Source: an optimization exercise on an open RTL-to-GDS flow (aim: small area, a short achievable clock period and few clock cycles). Production flows keep margins and buffers that such runs may drop. Function was checked by simulation only, so behaviour that the tests miss may differ from the original. Power is estimated from default activity; no workload was simulated.

Design xyolo_lanes, start of the top module:
module xyolo_lanes
#(
  parameter int DATA_W   = xyolo_lanes_pkg::c_DATA_W,
  parameter int N_LANES  = xyolo_lanes_pkg::c_N_LANES,
  parameter int SHIFT_W  = xyolo_lanes_pkg::c_SHIFT_W,
  parameter int CNT_W    = xyolo_lanes_pkg::c_CNT_W,
  parameter int LEAKY_SH = xyolo_lanes_pkg::c_LEAKY_SH
) (
  input  logic                      clk,
  input  logic                      rst,
  input  logic                      start,
  input  logic [CNT_W-1:0]          cfg_n_acc,
  input  logic [CNT_W-1:0]          cfg_n_out,
  input  logic [2:0]                cfg_mp_win,
  input  logic                      cfg_bias,
  input  logic                      cfg_leaky,
  input  logic                      cfg_maxpool,
  input  logic                      cfg_bypass,
  input  logic [SHIFT_W-1:0]        cfg_shift,
  input  logic                      in_valid,
  output logic                      in_ready,
  input  logic [N_LANES*DATA_W-1:0] in_pixel,
  input  logic [N_LANES*DATA_W-1:0] in_weight,
  input  logic [N_LANES*DATA_W-1:0] in_bias,
  output logic                      out_valid,
  input  logic                      out_ready,
  output logic [N_LANES*DATA_W-1:0] out_data,
  output logic                      busy,
  output logic                      done
);
  logic [CNT_W-1:0]   r_n_acc;           
  logic [2:0]         r_n_win;           
  logic               r_acc_le1, r_win_le1;
  logic               r_bypass, r_bias_en, r_leaky;
  logic [SHIFT_W-1:0] r_shift;
  logic [CNT_W-1:0]   r_bc;              
  ...
export LEC_CHECK = 0
export ABC_AREA = 1
export CAP_MARGIN = 20
export CORE_MARGIN = 2
export CORE_UTILIZATION = 60
export CTS_CLUSTER_DIAMETER = 120
export CTS_CLUSTER_SIZE = 24
export GPL_ROUTABILITY_DRIVEN = 0
export PLACE_DENSITY = 0.7
export SLEW_MARGIN = 20
export SYNTH_HIERARCHICAL = 1
create_clock -name core_clock -period 10.0 [get_ports {clk}]
standard.sh (not shown) runs the stock make flow with config.mk's settings and CLKGATE_MAP_FILE= SYNTH_SCRIPT=/design/flow/synth_recipe.tcl, a recipe that flattens the netlist after the stock synthesis.
==> flow/flow/run.sh <==
#!/bin/bash
# Standard synthesis unchanged, then the standard layout steps with the
# timing repair asked to leave extra setup margin (so that it sizes the
# critical paths for a period well below the 10 ns constraint) and with
# plain buffers, rather than delay cells, on the ports.
set -euo pipefail
MARGIN=$(cat flow/margin.txt)
bash standard.sh synth > synth.log 2>&1
bash standard.sh SETUP_SLACK_MARGIN=$MARGIN \
  BUFFER_PORTS_ARGS="-buffer_cell sky130_fd_sc_hd__buf_2" finish > layout.log 2>&1
==> flow/flow/margin.txt <==
6.5
The starting point finished clean.
Testbench counts at the start, summed over its fixed seeds: cycles 40,467.
Next try:
CORE_UTILIZATION = 50   (was 60)
GPL_ROUTABILITY_DRIVEN = unset   (was 0)
PLACE_DENSITY = unset   (was 0.7)
Flip-flop and latch count stays the same.
Clock power increases by roughly a tenth.
Area after synthesis stays the same.
Fmax decreases slightly.
Hold slack barely changes.
Utilization decreases by 10 points.
Non-clock buffer count increases by 32.
Critical path depth stays the same.
Next try:
==> flow/flow/margin.txt (replaced) <==
6.6
CORE_UTILIZATION = 60   (was 50)
PLACE_DENSITY = 0.7   (was unset)
After rerunning: Worst setup slack improves by 0.017 ns; clock-buffer cell count stays the same; cell area goes up by 1.2%; utilization grows by 12 points; clock power falls by about 3%; total power rises by 1.4%; sequential cell count is unchanged; worst hold slack degrades by 0.0059 ns; fmax goes up by 0.48%; routed wire length hardly moves; area after synthesis does not change.
Next try:
==> flow/flow/margin.txt (replaced) <==
6.4
Effect:
- final area decreases by 4.2%
- critical path depth increases by 11
- core utilization decreases by 2.8 points
- synthesized cell count is unchanged
- die area is unchanged
- power decreases by 2.8%
Next try:
--- a/flow/flow/run.sh
+++ b/flow/flow/run.sh
@@ -10 +10 @@
-  BUFFER_PORTS_ARGS="-buffer_cell sky130_fd_sc_hd__buf_2" finish > layout.log 2>&1
+  BUFFER_PORTS_ARGS="-buffer_cell sky130_fd_sc_hd__buf_1" finish > layout.log 2>&1
==> flow/flow/margin.txt (replaced) <==
6.5
CORE_UTILIZATION = 70   (was 60)
PLACE_DENSITY = 0.8   (was 0.7)
The new run completed with no timing, DRC or antenna violations. Fmax stays flat. Non-clock buffer count goes up by 77. Die area goes down by 14%. Register-to-register slack barely changes. Power goes up by about 2.2%. Via count goes up by 3.9%. Count of clock-buffer cells in the layout goes up by 2. Worst hold slack stays flat. Sequential share of layout area goes down by 0.23 points. Wire length goes up by 1.7%. Clock skew hardly moves.

========
Another version of the RTL of xyolo_lanes (not shown whole).
Size in the first run: about 7,700 cells after synthesis, about 960 flip-flops, about 300 I/O pins, roughly 0.067 sq mm of cells after synthesis.
Settings: LEC_CHECK=0, ABC_AREA=1, CAP_MARGIN=20, CORE_MARGIN=2, CORE_UTILIZATION=65, CTS_CLUSTER_DIAMETER=120, CTS_CLUSTER_SIZE=24, GPL_ROUTABILITY_DRIVEN=0, PLACE_DENSITY=0.75, SLEW_MARGIN=20, SYNTH_HIERARCHICAL=1; clock period 10.0 ns.
==> flow/flow/run.sh <==
#!/bin/bash
# Standard synthesis unchanged, then the standard layout steps with the
# timing repair asked to leave extra setup margin (so that it sizes the
# critical paths for a period well below the 10 ns constraint) and with
# plain buffers, rather than delay cells, on the ports.
set -euo pipefail
MARGIN=$(cat flow/margin.txt)
bash standard.sh synth > synth.log 2>&1
bash standard.sh SETUP_SLACK_MARGIN=$MARGIN \
  BUFFER_PORTS_ARGS="-buffer_cell sky130_fd_sc_hd__buf_2" finish > layout.log 2>&1
==> flow/flow/margin.txt <==
6.5
The starting point passed the timing, DRC and antenna checks.
Testbench counts at the start, summed over its fixed seeds: cycles 40,467.
Edit:
- CORE_UTILIZATION: 65 -> 60
- GPL_ROUTABILITY_DRIVEN: 0 -> default
- PLACE_DENSITY: 0.75 -> 0.7
What happened: Cell count increases by 1.6%; wire length increases by 3.4%; sequential power barely changes; setup slack got worse by 0.046 ns; global-route usage decreases by 1.3 points; final area increases by 0.65%; hold slack got worse by 0.0043 ns; via count decreases by 1.4%; clock power barely changes; synthesized cell count does not change; clock skew hardly moves.

========
Setup of run 2:
xyolo_lanes with an RTL version that a note above also has.
For scale: about 7600 cells after synthesis, ~300 I/O pins.
==> flow/config.mk <==
export PLATFORM = sky130hd
export DESIGN_NAME = xyolo_lanes
export DESIGN_NICKNAME = xyolo_lanes
export VERILOG_FILES = /design/flow/design.v
export SDC_FILE = /design/flow/constraint.sdc
export NUM_CORES = 4
export LEC_CHECK = 0
export ABC_AREA = 1
export CAP_MARGIN = 10
export CORE_MARGIN = 2
export CORE_UTILIZATION = 60
export CTS_CLUSTER_DIAMETER = 120
export CTS_CLUSTER_SIZE = 24
export PLACE_DENSITY = 0.7
export SLEW_MARGIN = 10
export SYNTH_HIERARCHICAL = 1
==> flow/constraint.sdc <==
create_clock -name core_clock -period 10.0 [get_ports {clk}]
set_input_delay 2.0000 -clock core_clock [delete_from_list [all_inputs] [get_ports {clk}]]
set_output_delay 2.0000 -clock core_clock [all_outputs]
set_load 0.01 [all_outputs]
Scripts as last shown in full above: flow/flow/run.sh, flow/flow/margin.txt
Testbench counts of run 2, summed over its fixed seeds: cycles 40,467.
Here is what was changed in the inputs of run 1 compared with run 2.
Settings: CAP_MARGIN now 20, was 10; SLEW_MARGIN now 20, was 10.
-- flow/flow/run.sh --
<<< run 2, line 8
bash standard.sh synth > synth.log 2>&1
bash standard.sh SETUP_SLACK_MARGIN=$MARGIN \
  BUFFER_PORTS_ARGS="-buffer_cell sky130_fd_sc_hd__buf_2" finish > layout.log 2>&1
>>> run 1, line 8
bash standard.sh synth > synth.log 2>&1
bash standard.sh SETUP_SLACK_MARGIN=$MARGIN \
  BUFFER_PORTS_ARGS="-buffer_cell sky130_fd_sc_hd__buf_1" finish > layout.log 2>&1
Notes after the runs:
- Smallest setup slack after layout was higher in run 1 than in run 2.
- Run 1 gives less summed area of non-filler cells in the final layout than run 2 did.
- Diff run 2 -> run 1 | placement-stage cell area | decrease of 0.56%
- Growth of design area from synthesis to finish ends up higher on run 2.
- Part of the power in the clock network: run 1 vs run 2 — no meaningful difference
- Largest voltage drop on the vdd net (run 1 vs. run 2) decreases by more than 10%
- The run showing the greater final routed wirelength across all metal layers is run 1.
- As far as final net count is concerned, run 2 and run 1 perform about the same.

-- separate check: timing with driven ports --
The results above use ideal ports. As a check the final layouts listed here were re-extracted and re-timed, cells and wires unchanged.
Step 1: set_driving_cell puts a clkbuf_16 on clk and a buf_2 on each other input, an assumption about the parent block.
Step 2 adds t to the input delays and takes it off the output delays; t is the mean of the earliest and latest rising clock arrival at the registers after step 1. Input paths then give back, and output paths get back, about the clock's delay inside the block.
Three values: ideal ports, drivers, drivers and shift; two values: the first two.
| run | t, ns | setup WS [ns] | worst setup path after step 2 | worst data-port slew with drivers (ns) |
|---|---|---|---|---|
| the first run of note 1 | 0.738 | 6.548 / 6.548 / 6.042 | input to register | 0.08 |
| the second run of note 1 | 0.752 | 6.508 / 6.478 / 6.019 | input to register | 0.10 |
| the third run of note 1 | 0.748 | 6.525 / 6.443 / 6.063 | input to register | 0.07 |
| the fourth run of note 1 | 0.740 | 6.462 / 6.401 / 5.852 | input to register | 0.06 |
| the fifth run of note 1 | 0.752 | 6.469 / 6.469 / 5.970 | input to register | 0.06 |
| the first run of note 2 | 0.742 | 6.586 / 6.566 / 5.892 | input to register | 0.08 |
| the second run of note 2 | 0.745 | 6.539 / 6.536 / 5.849 | input to register | 0.07 |
| run 2 | 0.741 | 6.492 / 6.492 / 6.048 | input to register | 0.06 |
| run 1 | 0.749 | 6.534 / 6.534 / 5.848 | input to register | 0.05 |
After both steps setup and hold are still met in every run listed. The setup slack of the first run of note 2, which loses most, moves by -0.020 ns with the drivers and by -0.694 ns with both steps.
